This design comes from an exercise in tuning for small area, a short achievable clock period and few clock cycles per item on the open sky130 flow, not from production work. The RTL was checked by simulation tests, not by an equivalence proof against the original design.

==> flow/design.v (outline; a module is shown in full before it is edited, if it fits) <==
// module mul_pipe: 4531 lines
// module mul_bseg: 10 lines
// module mul_benc: 5 lines
// module mul_bsel: 9 lines
// module mul_fa: 4 lines
// module mul_ha: 4 lines
module mul_pipe #(
  parameter int WIDTH  = 64,
  parameter int STAGES = 5,
  parameter int TAG_W  = 5
) (
  input  logic             clk,
  input  logic             resetn,
  input  logic             in_valid,
  output logic             in_ready,
  input  logic [WIDTH-1:0] a,
  input  logic [WIDTH-1:0] b,
  input  logic [1:0]       mul_type,
  input  logic [TAG_W-1:0] in_tag,
  input  logic             flush,
  output logic             out_valid,
  input  logic             out_ready,
  output logic [WIDTH-1:0] out_res,
  output logic [TAG_W-1:0] out_tag,
  output logic             busy
);
  // ...
==> flow/flow/run.sh <==
#!/bin/bash
# Standard layout with two changes: the port buffers are buf_4 cells (which the
# repair steps may resize), and timing repair aims at a tighter setup margin
# than the 16 ns clock needs, so it sizes and buffers the critical paths.
set -euo pipefail
bash standard.sh "BUFFER_PORTS_ARGS=-buffer_cell sky130_fd_sc_hd__buf_4" SETUP_SLACK_MARGIN=8.5 finish > make_finish.log 2>&1
==> flow/standard.sh <==
#!/bin/bash
# synth_recipe.tcl (not shown) runs the flow's synth.tcl, then flattens the netlist and writes it again
# the make line also repeats each setting of config.mk as NAME=value (left out here)
make -C /OpenROAD-flow-scripts/flow DESIGN_CONFIG=/design/flow/config.mk WORK_HOME=/design/flow/orfs CLKGATE_MAP_FILE= SYNTH_SCRIPT=/design/flow/synth_recipe.tcl "${@:-finish}"
==> flow/config.mk <==
export PLATFORM = sky130hd
export DESIGN_NAME = mul_pipe
export DESIGN_NICKNAME = mul_pipe
export VERILOG_FILES = /design/flow/design.v
export SDC_FILE = /design/flow/constraint.sdc
export NUM_CORES = 4
export LEC_CHECK = 0
export CAP_MARGIN = 20
export CORE_MARGIN = 2
export CORE_UTILIZATION = 40
export SLEW_MARGIN = 20
export SYNTH_HIERARCHICAL = 1
export SYNTH_MINIMUM_KEEP_SIZE = 0
export TNS_END_PERCENT = 20
==> flow/constraint.sdc <==
create_clock -name core_clock -period 16.0 [get_ports {clk}]
set_input_delay 3.2000 -clock core_clock [delete_from_list [all_inputs] [get_ports {clk}]]
set_output_delay 3.2000 -clock core_clock [all_outputs]
set_load 0.01 [all_outputs]
==> summary.txt, run 1 <==
* Seq cells post-synth at 335
* Commonest non-fill, non-tap cell in the layout: xnor2_1
* Status: complete, no violations
* Register Area at 6800 um^2
* WHS Path Cells at 1
* Critical-path cell list: fa_2 > ha_4 > buf_4 > nand4_1 > nor4_4 > nand3b_1 > nor2b_1 > a211o_4 > a41o_4 > xnor2_4 > o211ai_1 > o21a_2 > buf_6
* Synth Area in Simple Gates at 0.0442
* Slew Limit Fails at 0
* Routing usage on met3 at 0.185
* CTS-repair resized insts at 1006
* Grt total ovfl at 0
* # clk buffers at 56
* GR Util met1 at 0.481
* Hold EP: hold_q[20]$_DFF_P_
* Routed wl met2 at 218000 um
* Global-route wire length before repair at 729000 um
* Core Util, Final at 0.471
* Yosys top cell by area: fa_1
* YS warnings at 8
* Commonest non-fill, non-tap cells in the layout: xnor2_1 (2117), a22oi_1 (2092), fa_1 (1496), fa_2 (456), buf_4 (345)
* GRT Max-Usage Layer: met2
* 1st-iter DRT viols at 15932
* Yosys top cell area share at 0.385
* Seq_cells at 335
* Non-clock buffering overhead at 0.0960
* R2R Path End: hold_q[48]$_DFF_P_
Testbench counts, summed over its fixed seeds: cycles 4,808, items 4,800.
==> run 2, diff against run 1 <==
==> flow/flow/run.sh (replaced) <==
#!/bin/bash
# Standard layout with two changes: the port buffers are buf_4 cells (which the
# repair steps may resize), and timing repair aims at a tighter setup margin
# than the 16 ns clock needs, so it sizes and buffers the critical paths.
set -euo pipefail
bash standard.sh "BUFFER_PORTS_ARGS=-buffer_cell sky130_fd_sc_hd__buf_4" SETUP_SLACK_MARGIN=8.2 finish > make_finish.log 2>&1
--- a/flow/config.mk
+++ b/flow/config.mk
@@ -11,4 +11,4 @@
 export SLEW_MARGIN = 20
 export SYNTH_HIERARCHICAL = 1
 export SYNTH_MINIMUM_KEEP_SIZE = 0
-export TNS_END_PERCENT = 20
+export TNS_END_PERCENT = 10
==> summary.txt, run 2 <==
* Ys async rst share at 0.00299 (unchanged)
* Seq cells post-synth at 335 (unchanged)
* Routed Antenna Nets at 0 (unchanged)
* Critical path endpoint: cs_q[152]$_DFF_P_ (was out_res[38])
* Design Area, Final at 112000 um^2 (was 119000 um^2)
* Ratio of final minimum period to clock period at 0.500 (was 0.496)
* RR Startpoint: cs_q[48]$_DFF_P_ (was cs_q[154]$_DFF_P_)
* Placed Cells at 12715 (was 12731)
* Share of layout cells above drive strength 1 at 0.135 (was 0.207)
* GRT Util Overall at 0.388 (was 0.393)
* Final number of setup-violating endpoints at 0 (unchanged)
* DP Area at 105000 um^2 (about the same)
* Commonest cells in the netlist: xnor2_1 (2161), a22oi_1 (2123), fa_1 (1952), ha_1 (349), dfxtp_1 (329) (unchanged)
* Vias in the first global route at 95899 (was 95461)
* Critical-path cell list: buf_4 > buf_12 > a22oi_1 > xnor2_1 > fa_1 > fa_1 > fa_1 > fa_1 > fa_1 > fa_1 > fa_1 > ha_1 (was fa_2 > ha_4 > buf_4 > nand4_1 > nor4_4 > nand3b_1 > nor2b_1 > a211o_4 > a41o_4 > xnor2_4 > o211ai_1 > o21a_2 > buf_6)
* Most frequent cell after synthesis: xnor2_1 (unchanged)
* Largest Register: cs_q (unchanged)
* Fmax at 0.125 GHz (was 0.126 GHz)
* Clock latency on the worst-skew pair at 0.69 ns (was 0.68 ns)
* Worst-path clk slew at 0.06 ns (about the same)
* Setup TNS at 0 ns (unchanged)
* Commonest non-fill, non-tap cell in the layout: xnor2_1 (unchanged)
* Mean Syn Cell Area at 10.6 um^2 (unchanged)
* Ports at 212 (unchanged)
* M1 WL at 178000 um (was 186000 um)
* Met3 WL post-DR at 81400 um (was 90800 um)
* Routed wire length at 517000 um (was 540000 um)
* CTS tree: built (unchanged)
* Startpoint types: primary input (was flop)
* CP bufs+invs at 2 (unchanged)
* Slowest stage cell, crit path: fa_1 (was o211ai_1)
* HP Class: flop to flop (unchanged)
* Via count at 92291 (was 94164)
* Clock root cell: clkbuf_16 (unchanged)
* Yosys top cell by area: fa_1 (unchanged)
* Routed len/inst at 39.9 um (was 41.1 um)
* R2R cell count at 12 (was 13)
* Input/output buffers at 211 (unchanged)
* DRT Pass-1 Iters at 12 (was 13)
* Worst-Margin Slew at 1.27 ns (was 1.22 ns)
* Starting Density at 0.403 (unchanged)
* Max reg flops at 263 (unchanged)
* Pre-CTS WS at 6.70 ns (was 6.48 ns)
* Crit. End Element: flop (was primary output)
* Initial antenna violation count at 16 (was 23)
* Post-synth EDFFs at 5 (unchanged)
* Fin crit period at 8.01 ns (was 7.93 ns)
* Top_reg_cell synth: dfxtp_1 (unchanged)
* Crit Path Category: primary input to flop (was flop to primary output)
* Routability cong. at 1.05 (was 1.03)
* Die height at 508 um (unchanged)
* Core Util, Final at 0.445 (was 0.471)
* Crit path max-delay family: adder cells (was compound AO/OA/AOI/OAI gates)
* Yosys cell types at 87 (unchanged)
* CP dominant cell by count: fa_1
* Hold_ws at 0.468 ns (was 0.456 ns)
* Slew Limit Fails at 0 (unchanged)
* 1st-iter DRT viols at 14226 (was 15932)
* Fin. Hold Viols at 0 (unchanged)
* Maximum clock insertion buffer count at 3 (unchanged)
* Largest stage delay, worst path at 0.59 ns (was 0.61 ns)
* Post-Syn Area at 102000 um^2 (unchanged)
* Global-route wire length before repair at 721000 um (was 729000 um)
* Die area at 258000 um^2 (unchanged)
* Post-synthesis sequential area ratio at 0.0666 (unchanged)
* Max Cap Viol at 0 (unchanged)
* Slew HR at 0.153 (was 0.188)
* Clock Skews at 0.0576 ns (was 0.0470 ns)
* Required time of the critical path at 16.53 ns (was 12.80 ns)
* CP Launch Point: a[39] (was cs_q[39]$_DFF_P_)
* Top Registers: cs_q (263), hold_q (64), tag_q (5) (unchanged)
* Routed wl met2 at 213000 um (was 218000 um)
* Cts hold-fix bufs at 0 (unchanged)
* Ranking of synthesized cells by area: fa_1 (38%), xnor2_1 (19%), a22oi_1 (16%), dfxtp_1 (6.5%), ha_1 (4.3%) (unchanged)
* Chip width at 508 um (unchanged)
* Commonest non-fill, non-tap cells in the layout: xnor2_1 (2143), a22oi_1 (2120), fa_1 (1848), buf_4 (334), dfxtp_1 (321) (was xnor2_1 (2117), a22oi_1 (2092), fa_1 (1496), fa_2 (456), buf_4 (345))
* R2R Path End: hold_q[27]$_DFF_P_ (was hold_q[48]$_DFF_P_)
* Critical Path Stages at 12 (was 13)
* Post-route DRC at 0 (unchanged)
* Syn Inst Count at 9573 (unchanged)
* CP arrival at 8.53 ns (was 4.73 ns)
* Yosys top cell area share at 0.385 (unchanged)
* Vias/cell at 7.13 (was 7.16)
* Largest net degree at the start of global routing at 76 (was 55)
* Nets@finish at 11986 (was 12203)
* Grt total ovfl at 0 (unchanged)
* Setup ws final at 7.99 ns (was 8.07 ns)
* R2r setup slk at 11.98 ns (was 11.96 ns)
* Non-Filler Instances at 12945 (was 13159)
* YS warnings at 8 (unchanged)
* RSZ-0062 raised after global routing: true (unchanged)
* Final HPWL DP at 350000 um (was 356000 um)
* Highest routed layer: met5 (unchanged)
* Status: complete, no violations (unchanged)
* # H-tree levels at 2 (unchanged)
* Core area at 252000 um^2 (unchanged)
* CTS sink cnt at 335 (unchanged)
* P&R area growth vs syn at 10.4% (was 16.8%)
* CP Max Fanout at 43 (was 4)
* Row count at 184 (unchanged)
* Clock buffer count from CTS at 48 (was 45)
[run 2: cell counts after synthesis]
No cell type changed its count.
[run 2: cells by family after synthesis]
group	after synthesis	share of synthesized area
AND/OR/NAND/NOR	905	0.0442
multiplexers	19	0.00196
AO/OA/AOI/OAI	2876	0.210
XOR/XNOR	2201	0.190
flip-flops	335	0.0666
other	1	0.0000369
adder cells (fa/ha/maj)	2301	0.428
buffers and inverters	935	0.0597
[run 2: how the worst min path moves through the flow]
stage                  startpoint            endpoint  slack, ns  depth (start not counted)
6_report       hold_q[27]$_DFF_P_  hold_q[27]$_DFF_P_       0.47                          1
3_3_place_gp    hold_q[1]$_DFF_P_   hold_q[1]$_DFF_P_       0.44                          1
2_1_floorplan  hold_q[45]$_DFF_P_  hold_q[45]$_DFF_P_       0.48                          2
5_1_grt        hold_q[35]$_DFF_P_  hold_q[35]$_DFF_P_       0.48                          1
3_5_place_dp   hold_q[27]$_DFF_P_  hold_q[27]$_DFF_P_       0.45                          1
4_1_cts        hold_q[27]$_DFF_P_  hold_q[27]$_DFF_P_       0.47                          1
[run 2: per-layer routing]
metal,track usage,vias up
met1,0.466,46629
met3,0.170,2498
li1,-,33890
met4,0.259,29
met5,0.00815,-
met2,0.558,9245
[run 2: area by class of cell]
type	instances	area [um^2]
Inverter	175	657
Fill cell	23617	140000
Clock buffer	54	1270
Timing Repair Buffer	626	7000
Tap cell	3348	4190
Multi-Input combinational cell	8359	91800
Sequential cell	335	6770
Antenna cell	12	30.0
Clock inverter	36	420
[run 2: timing repair]
item | in CTS | in global routing
gates resized for setup | 509 | 329
setup endpoints to repair | 191 | 160
gates cloned | 16 | 8
buffers inserted | 78 | 26
pin swaps | 61 | 52
[run 2: Yosys stat by module, one instance, submodules excluded, a selection]
module,cells inside,cell area (um^2)
mul_benc,5,41.3
mul_fa,1,20.0
mul_ha,1,12.5
mul_pipe,2151,17900
==> run 3, diff against run 2 <==
--- a/flow/config.mk
+++ b/flow/config.mk
@@ -7,8 +7,8 @@
 export LEC_CHECK = 0
 export CAP_MARGIN = 20
 export CORE_MARGIN = 2
-export CORE_UTILIZATION = 40
+export CORE_UTILIZATION = 45
 export SLEW_MARGIN = 20
 export SYNTH_HIERARCHICAL = 1
 export SYNTH_MINIMUM_KEEP_SIZE = 0
-export TNS_END_PERCENT = 10
+export TNS_END_PERCENT = 5
==> summary.txt, run 3 <==
* Most frequent cell after synthesis: xnor2_1 (unchanged)
* Clock buffer count from CTS at 45 (was 48)
* Commonest non-fill, non-tap cells in the layout: xnor2_1 (2147), a22oi_1 (2121), fa_1 (1879), buf_4 (340), dfxtp_1 (315) (was xnor2_1 (2143), a22oi_1 (2120), fa_1 (1848), buf_4 (334), dfxtp_1 (321))
* Design Area, Final at 110000 um^2 (was 112000 um^2)
* Seq cells post-synth at 335 (unchanged)
* Starting Density at 0.452 (was 0.403)
* Routed Antenna Nets at 0 (unchanged)
* Routed len/inst at 39.1 um (was 39.9 um)
* Worst-path clk slew at 0.06 ns (about the same)
* Ratio of final minimum period to clock period at 0.497 (was 0.500)
* Fmax at 0.126 GHz (was 0.125 GHz)
* Row count at 174 (was 184)
* Commonest non-fill, non-tap cell in the layout: xnor2_1 (unchanged)
* Ys async rst share at 0.00299 (unchanged)
* Post-Syn Area at 102000 um^2 (unchanged)
* Global-route wire length before repair at 691000 um (was 721000 um)
* Core area at 225000 um^2 (was 252000 um^2)
* Input/output buffers at 211 (unchanged)
* Setup ws final at 8.05 ns (was 7.99 ns)
* Final number of setup-violating endpoints at 0 (unchanged)
* Commonest cells in the netlist: xnor2_1 (2161), a22oi_1 (2123), fa_1 (1952), ha_1 (349), dfxtp_1 (329) (unchanged)
* Hold_ws at 0.451 ns (was 0.468 ns)
* DRT Pass-1 Iters at 10 (was 12)
* Required time of the critical path at 16.48 ns (was 16.53 ns)
* Die height at 479 um (was 508 um)
* Initial antenna violation count at 15 (was 16)
* Yosys cell types at 87 (unchanged)
* CTS sink cnt at 335 (unchanged)
* 1st-iter DRT viols at 14343 (was 14226)
* Post-synth EDFFs at 5 (unchanged)
* Max reg flops at 263 (unchanged)
* Crit. End Element: flop (unchanged)
* Pre-CTS WS at 6.86 ns (was 6.70 ns)
* CP Max Fanout at 48 (was 43)
* HP Class: flop to flop (unchanged)
* Via count at 90564 (was 92291)
* Syn Inst Count at 9573 (unchanged)
* # H-tree levels at 2 (unchanged)
* GRT Util Overall at 0.414 (was 0.388)
* Core Util, Final at 0.491 (was 0.445)
* YS warnings at 8 (unchanged)
* Max Cap Viol at 0 (unchanged)
* Startpoint types: primary input (unchanged)
* Final HPWL DP at 343000 um (was 350000 um)
* CTS tree: built (unchanged)
* Fin crit period at 7.95 ns (was 8.01 ns)
* Yosys top cell area share at 0.385 (unchanged)
* Yosys top cell by area: fa_1 (unchanged)
* Clock root cell: clkbuf_16 (unchanged)
* Vias in the first global route at 93001 (was 95899)
* Routability cong. at 1.04 (was 1.05)
* Die area at 230000 um^2 (was 258000 um^2)
* Top Registers: cs_q (263), hold_q (64), tag_q (5) (unchanged)
* Share of layout cells above drive strength 1 at 0.127 (was 0.135)
* Setup TNS at 0 ns (unchanged)
* Fin. Hold Viols at 0 (unchanged)
* Post-synthesis sequential area ratio at 0.0666 (unchanged)
* Mean Syn Cell Area at 10.6 um^2 (unchanged)
* P&R area growth vs syn at 8.61% (was 10.4%)
* Non-Filler Instances at 12520 (was 12945)
* Clock latency on the worst-skew pair at 0.68 ns (was 0.69 ns)
* Top_reg_cell synth: dfxtp_1 (unchanged)
* Placed Cells at 12360 (was 12715)
* Status: complete, no violations (unchanged)
* DP Area at 105000 um^2 (about the same)
* Slew Limit Fails at 0 (unchanged)
* Nets@finish at 11930 (was 11986)
* RSZ-0062 raised after global routing: true (unchanged)
* Post-route DRC at 0 (unchanged)
* CP arrival at 8.43 ns (was 8.53 ns)
* Ranking of synthesized cells by area: fa_1 (38%), xnor2_1 (19%), a22oi_1 (16%), dfxtp_1 (6.5%), ha_1 (4.3%) (unchanged)
* Vias/cell at 7.23 (was 7.13)
* Worst-Margin Slew at 1.18 ns (was 1.27 ns)
* Largest net degree at the start of global routing at 67 (was 76)
* Clock Skews at 0.0325 ns (was 0.0576 ns)
* Slew HR at 0.211 (was 0.153)
* Crit Path Category: primary input to flop (unchanged)
* Maximum clock insertion buffer count at 3 (unchanged)
* Chip width at 479 um (was 508 um)
* Largest Register: cs_q (unchanged)
* Grt total ovfl at 0 (unchanged)
* Routed wire length at 490000 um (was 517000 um)
* Ports at 212 (unchanged)
-- run 3: cell counts after synthesis --
Identical to the previous run, type by type.
-- run 3: final timing paths --
path / from / endpoint / slack [ns] / depth (start not counted)
worst max-delay path: a[34] / cs_q[124]$_DFF_P_ / 8.05 / 12
worst min-delay path: hold_q[20]$_DFF_P_ / hold_q[20]$_DFF_P_ / 0.45 / 1
worst max register to register: cs_q[4]$_DFF_P_ / hold_q[48]$_DFF_P_ / 11.82 / 17
worst min register to register: hold_q[20]$_DFF_P_ / hold_q[20]$_DFF_P_ / 0.45 / 1
max in group asynchronous: resetn / valid_q$_DFFE_PN0P_ / 13.62 / 1
min in group asynchronous: resetn / valid_q$_DFFE_PN0P_ / 2.30 / 1
-- run 3: critical path: stages --
cell and delay [ns]:
buf_4 0.31, buf_8 0.40, a22oi_1 0.22, xnor2_1 0.20
fa_1 0.52, fa_1 0.59, fa_1 0.44, fa_1 0.45
fa_1 0.45, fa_1 0.51, fa_1 0.51, ha_1 0.44
-- run 3: per-module statistics from Yosys, one instance, submodules excluded, excerpt --
module | cells inside | area (um^2)
mul_benc | 5 | 41.3
mul_fa | 1 | 20.0
mul_ha | 1 | 12.5
mul_pipe | 2151 | 17900
-- run 3: final cells by class --
cell class | count | area, um^2
Tap cell | 2992 | 3740
Multi-Input combinational cell | 8353 | 91500
Timing Repair Buffer | 579 | 5990
Antenna cell | 8 | 20.0
Clock inverter | 23 | 330
Fill cell | 20505 | 114000
Sequential cell | 335 | 6790
Clock buffer | 55 | 1240
Inverter | 175 | 657
-- run 3: repair_timing --
action,CTS,global route
endpoints found under the setup margin,165,165
hold buffers,0,0
gates resized for setup,384,380
gates cloned,10,3
pin swaps,35,55
buffers inserted,37,24
-- run 3: cell families (layout without fill, tap and decap cells) --
family	count (synthesis)	count (layout)	share of synthesized area
AOI/OAI and AO/OA	2876	2884	0.210
adders and majority gates	2301	2301	0.428
muxes	19	19	0.00196
buffers and inverters	935	832	0.0597
DFF	335	335	0.0666
xor gates and xnor gates	2201	2201	0.190
other	1	49	0.0000369
and+or+nand+nor	905	907	0.0442
-- run 3: metal layers --
metal,global-route usage,vias up,wire [um]
met5,0.0135,-,925
met4,0.215,32,35400
met3,0.189,2180,80000
met2,0.585,8692,197000
met1,0.528,45942,177000
li1,-,33718,-
==> run 4, diff against run 3 <==
--- a/flow/config.mk
+++ b/flow/config.mk
@@ -7,8 +7,8 @@
 export LEC_CHECK = 0
 export CAP_MARGIN = 20
 export CORE_MARGIN = 2
-export CORE_UTILIZATION = 45
+export CORE_UTILIZATION = 52
 export SLEW_MARGIN = 20
 export SYNTH_HIERARCHICAL = 1
 export SYNTH_MINIMUM_KEEP_SIZE = 0
-export TNS_END_PERCENT = 5
+export TNS_END_PERCENT = 0
==> summary.txt, run 4 <==
* Die height at 446 um (was 479 um)
* Commonest non-fill, non-tap cell in the layout: xnor2_1 (unchanged)
* Final number of setup-violating endpoints at 0 (unchanged)
* RR Startpoint: cs_q[35]$_DFF_P_ (was cs_q[4]$_DFF_P_)
* P&R area growth vs syn at 8.66% (was 8.61%)
* Routed wire length at 523000 um (was 490000 um)
* Chip width at 446 um (was 479 um)
* Worst-Margin Slew at 1.23 ns (was 1.18 ns)
* Ratio of final minimum period to clock period at 0.503 (was 0.497)
* Fmax at 0.124 GHz (was 0.126 GHz)
* Starting Density at 0.522 (was 0.452)
* CP bufs+invs at 2 (unchanged)
* Post-synthesis sequential area ratio at 0.0666 (unchanged)
* Setup TNS at 0 ns (unchanged)
* YS warnings at 8 (unchanged)
* Share of layout cells above drive strength 1 at 0.130 (was 0.127)
* Hold_ws at 0.462 ns (was 0.451 ns)
* CP arrival at 8.59 ns (was 8.43 ns)
* Clock root cell: clkbuf_16 (unchanged)
* Clock Skews at 0.123 ns (was 0.0325 ns)
* M1 WL at 176000 um (was 177000 um)
* Vias/cell at 7.57 (was 7.23)
* Core area at 195000 um^2 (was 225000 um^2)
* Nets@finish at 11987 (was 11930)
* Largest stage delay, worst path at 0.58 ns (was 0.59 ns)
* Crit Path Category: primary input to flop (unchanged)
* R2R Path End: hold_q[51]$_DFF_P_ (was hold_q[48]$_DFF_P_)
* Setup ws final at 7.95 ns (was 8.05 ns)
* Max Cap Viol at 0 (unchanged)
* Seq cells post-synth at 335 (unchanged)
* DRT Pass-1 Iters at 9 (was 10)
* Post-Syn Area at 102000 um^2 (unchanged)
* Top Registers: cs_q (263), hold_q (64), tag_q (5) (unchanged)
* Routability cong. at 1.03 (was 1.04)
* CTS sink cnt at 335 (unchanged)
* Clock buffer count from CTS at 49 (was 45)
* Worst-path clk slew at 0.06 ns (about the same)
* Most frequent cell after synthesis: xnor2_1 (unchanged)
* Max reg flops at 263 (unchanged)
* Maximum clock insertion buffer count at 3 (unchanged)
* Clock latency on the worst-skew pair at 0.74 ns (was 0.68 ns)
* Highest routed layer: met5 (unchanged)
* Vias in the first global route at 93658 (was 93001)
* Slew HR at 0.179 (was 0.211)
* Final HPWL DP at 354000 um (was 343000 um)
* Grt total ovfl at 0 (unchanged)
* Yosys cell types at 87 (unchanged)
* Largest Register: cs_q (unchanged)
* Slew Limit Fails at 0 (unchanged)
* Met3 WL post-DR at 77000 um (was 80000 um)
* Status: complete, no violations (unchanged)
* Yosys top cell area share at 0.385 (unchanged)
* R2r setup slk at 11.95 ns (was 11.82 ns)
* Startpoint types: primary input (unchanged)
* Critical Path Stages at 12 (unchanged)
* CP dominant cell by count: fa_1 (unchanged)
* Commonest cells in the netlist: xnor2_1 (2161), a22oi_1 (2123), fa_1 (1952), ha_1 (349), dfxtp_1 (329) (unchanged)
* Global-route wire length before repair at 726000 um (was 691000 um)
* Initial antenna violation count at 26 (was 15)
* Crit path max-delay family: adder cells (unchanged)
* HP Class: flop to flop (unchanged)
* Input/output buffers at 211 (unchanged)
* GRT Util Overall at 0.516 (was 0.414)
* RSZ-0062 raised after global routing: true (unchanged)
* Ranking of synthesized cells by area: fa_1 (38%), xnor2_1 (19%), a22oi_1 (16%), dfxtp_1 (6.5%), ha_1 (4.3%) (unchanged)
* Largest net degree at the start of global routing at 97 (was 67)
* Pre-CTS WS at 6.79 ns (was 6.86 ns)
* Routed Antenna Nets at 0 (unchanged)
* CP Launch Point: a[23] (was a[34])
* Ports at 212 (unchanged)
* Die area at 199000 um^2 (was 230000 um^2)
* Mean Syn Cell Area at 10.6 um^2 (unchanged)
* Post-synth EDFFs at 5 (unchanged)
* Critical-path cell list: buf_6 > buf_6 > a22oi_1 > xnor2_1 > fa_1 > fa_1 > fa_1 > fa_1 > fa_1 > fa_1 > fa_1 > ha_1 (was buf_4 > buf_8 > a22oi_1 > xnor2_1 > fa_1 > fa_1 > fa_1 > fa_1 > fa_1 > fa_1 > fa_1 > ha_1)
* Routed len/inst at 43.1 um (was 39.1 um)
* Syn Inst Count at 9573 (unchanged)
* CP Max Fanout at 34 (was 48)
* Commonest non-fill, non-tap cells in the layout: xnor2_1 (2142), a22oi_1 (2120), fa_1 (1877), buf_4 (387), dfxtp_1 (312) (was xnor2_1 (2147), a22oi_1 (2121), fa_1 (1879), buf_4 (340), dfxtp_1 (315))
* Critical path endpoint: cs_q[151]$_DFF_P_ (was cs_q[124]$_DFF_P_)
* Row count at 162 (was 174)
* 1st-iter DRT viols at 14828 (was 14343)
* Required time of the critical path at 16.54 ns (was 16.48 ns)
* Routed wl met2 at 215000 um (was 197000 um)
* Fin. Hold Viols at 0 (unchanged)
* Ys async rst share at 0.00299 (unchanged)
* Slowest stage cell, crit path: fa_1 (unchanged)
* Top_reg_cell synth: dfxtp_1 (unchanged)
* Fin crit period at 8.05 ns (was 7.95 ns)
* R2R cell count at 13 (was 17)
* # H-tree levels at 2 (unchanged)
* Yosys top cell by area: fa_1 (unchanged)
* Post-route DRC at 0 (unchanged)
* Via count at 91819 (was 90564)
* Crit. End Element: flop (unchanged)
* Cts hold-fix bufs at 0 (unchanged)
* CTS tree: built (unchanged)
==> run 4: cell types whose count changed in the layout (fill, tap and decap cells not counted), moves of 6 or more <==
cell       delta
o22ai_4      +18
o22ai_2      -12
ha_1         +18
o21ai_0       +9
buf_4        +47
clkbuf_16     +6
a21oi_1       +6
a21oi_4       -6
ha_2          -7
ha_4         -11
buf_6         -6
o21ai_1       -7
==> run 4: per-stage QoR <==
stage               std cells   util  cell area (um^2)
global route            12129  0.567            110000
detailed placement      11916  0.535            104000
global placement        11916  0.535            104000
floorplan                9613      -            102000
finish                  12137  0.567            110000
CTS                     12083  0.560            109000
==> run 4: timing repair <==
| item | 4_1_cts | 5_1_grt |
|---|---|---|
| pin swaps | 47 | 36 |
| gates resized for setup | 443 | 255 |
| cloned | 16 | 4 |
| setup buffers | 62 | 39 |
| setup endpoints to repair | 185 | 166 |
==> run 4: kinds of logic after synthesis <==
kind of cell / after synthesis / synth area share
and+or+nand+nor: 905 / 0.0442
xor gates and xnor gates: 2201 / 0.190
buffers and inverters: 935 / 0.0597
other: 1 / 0.0000369
adders and majority gates: 2301 / 0.428
AOI/OAI and AO/OA: 2876 / 0.210
DFF: 335 / 0.0666
muxes: 19 / 0.00196
==> run 4: final cells by class <==
cell class | count | area [um^2]
Antenna cell | 11 | 27.5
Clock buffer | 57 | 1340
Clock inverter | 32 | 455
Fill cell | 16814 | 84200
Inverter | 175 | 657
Multi-Input combinational cell | 8359 | 91500
Sequential cell | 335 | 6790
Tap cell | 2542 | 3180
Timing Repair Buffer | 626 | 6400
==> run 4: how the worst min path moves through the flow <==
stage               depth (start not counted)                from                  to  slack [ns]
finish                                      2  hold_q[22]$_DFF_P_  hold_q[22]$_DFF_P_        0.46
global route                                2  hold_q[22]$_DFF_P_  hold_q[22]$_DFF_P_        0.48
CTS                                         2  hold_q[22]$_DFF_P_  hold_q[22]$_DFF_P_        0.46
detailed placement                          1   hold_q[4]$_DFF_P_   hold_q[4]$_DFF_P_        0.45
global placement                            1  hold_q[32]$_DFF_P_  hold_q[32]$_DFF_P_        0.44
floorplan                                   2  hold_q[45]$_DFF_P_  hold_q[45]$_DFF_P_        0.48
==> run 4: per-layer routing <==
| layer | GRT usage | vias to the layer above |
|---|---|---|
| li1 | - | 33907 |
| met1 | 0.603 | 46164 |
| met2 | 0.737 | 8942 |
| met3 | 0.225 | 2770 |
| met4 | 0.407 | 36 |
| met5 | 0.00195 | - |
==> run 4: per-module statistics from Yosys, one instance, submodules excluded, a selection <==
module / cells / copies in the design / area (um^2)
mul_pipe: 2151 / 1 / 17900
mul_ha: 1 / 94 / 12.5
mul_benc: 5 / 96 / 41.3
mul_fa: 1 / 1952 / 20.0
==> run 4: tightest hold or removal path, delay by kind of cell (launching register included) <==
| kind | cells | cell delay (ns) |
|---|---|---|
| AO/OA/AOI/OAI | 1 | 0.07 |
| buffers and inverters | 1 | 0.04 |
| flip-flops | 1 | 0.29 |

## separate check: timing with driven ports
How much do the figures lean on ideal ports? The routed layouts below were timed once more, with nothing changed but the port constraints.
Step 1, drivers: a clkbuf_16 drives clk and a buf_2 each remaining input, both assumed.
Step 2, shift: input delay + t, output delay - t, t = (earliest + latest rising clock arrival at the registers) / 2. This alone moves slack from input paths to output paths.
Three values: no drivers, after step 1, after step 2; two values: the first two.
| run | t (ns) | slack for setup (ns) | hold slack, ns | pins driven straight from the clock port |
|---|---|---|---|---|
| run 1 | 0.728 | 8.070 / 8.003 / 7.354 | 0.456 / 0.456 / 0.456 | 1 |
| run 2 | 0.721 | 7.993 / 7.987 / 7.279 | 0.468 / 0.468 / 0.468 | 1 |
| run 3 | 0.744 | 8.054 / 8.011 / 7.266 | 0.451 / 0.451 / 0.451 | 1 |
| run 4 | 0.744 | 7.946 / 7.909 / 7.165 | 0.462 / 0.462 / 0.462 | 1 |
After both steps every run listed still meets setup and hold. The setup slack of run 3, which loses most, moves by -0.043 ns with the drivers and by -0.788 ns with both steps.
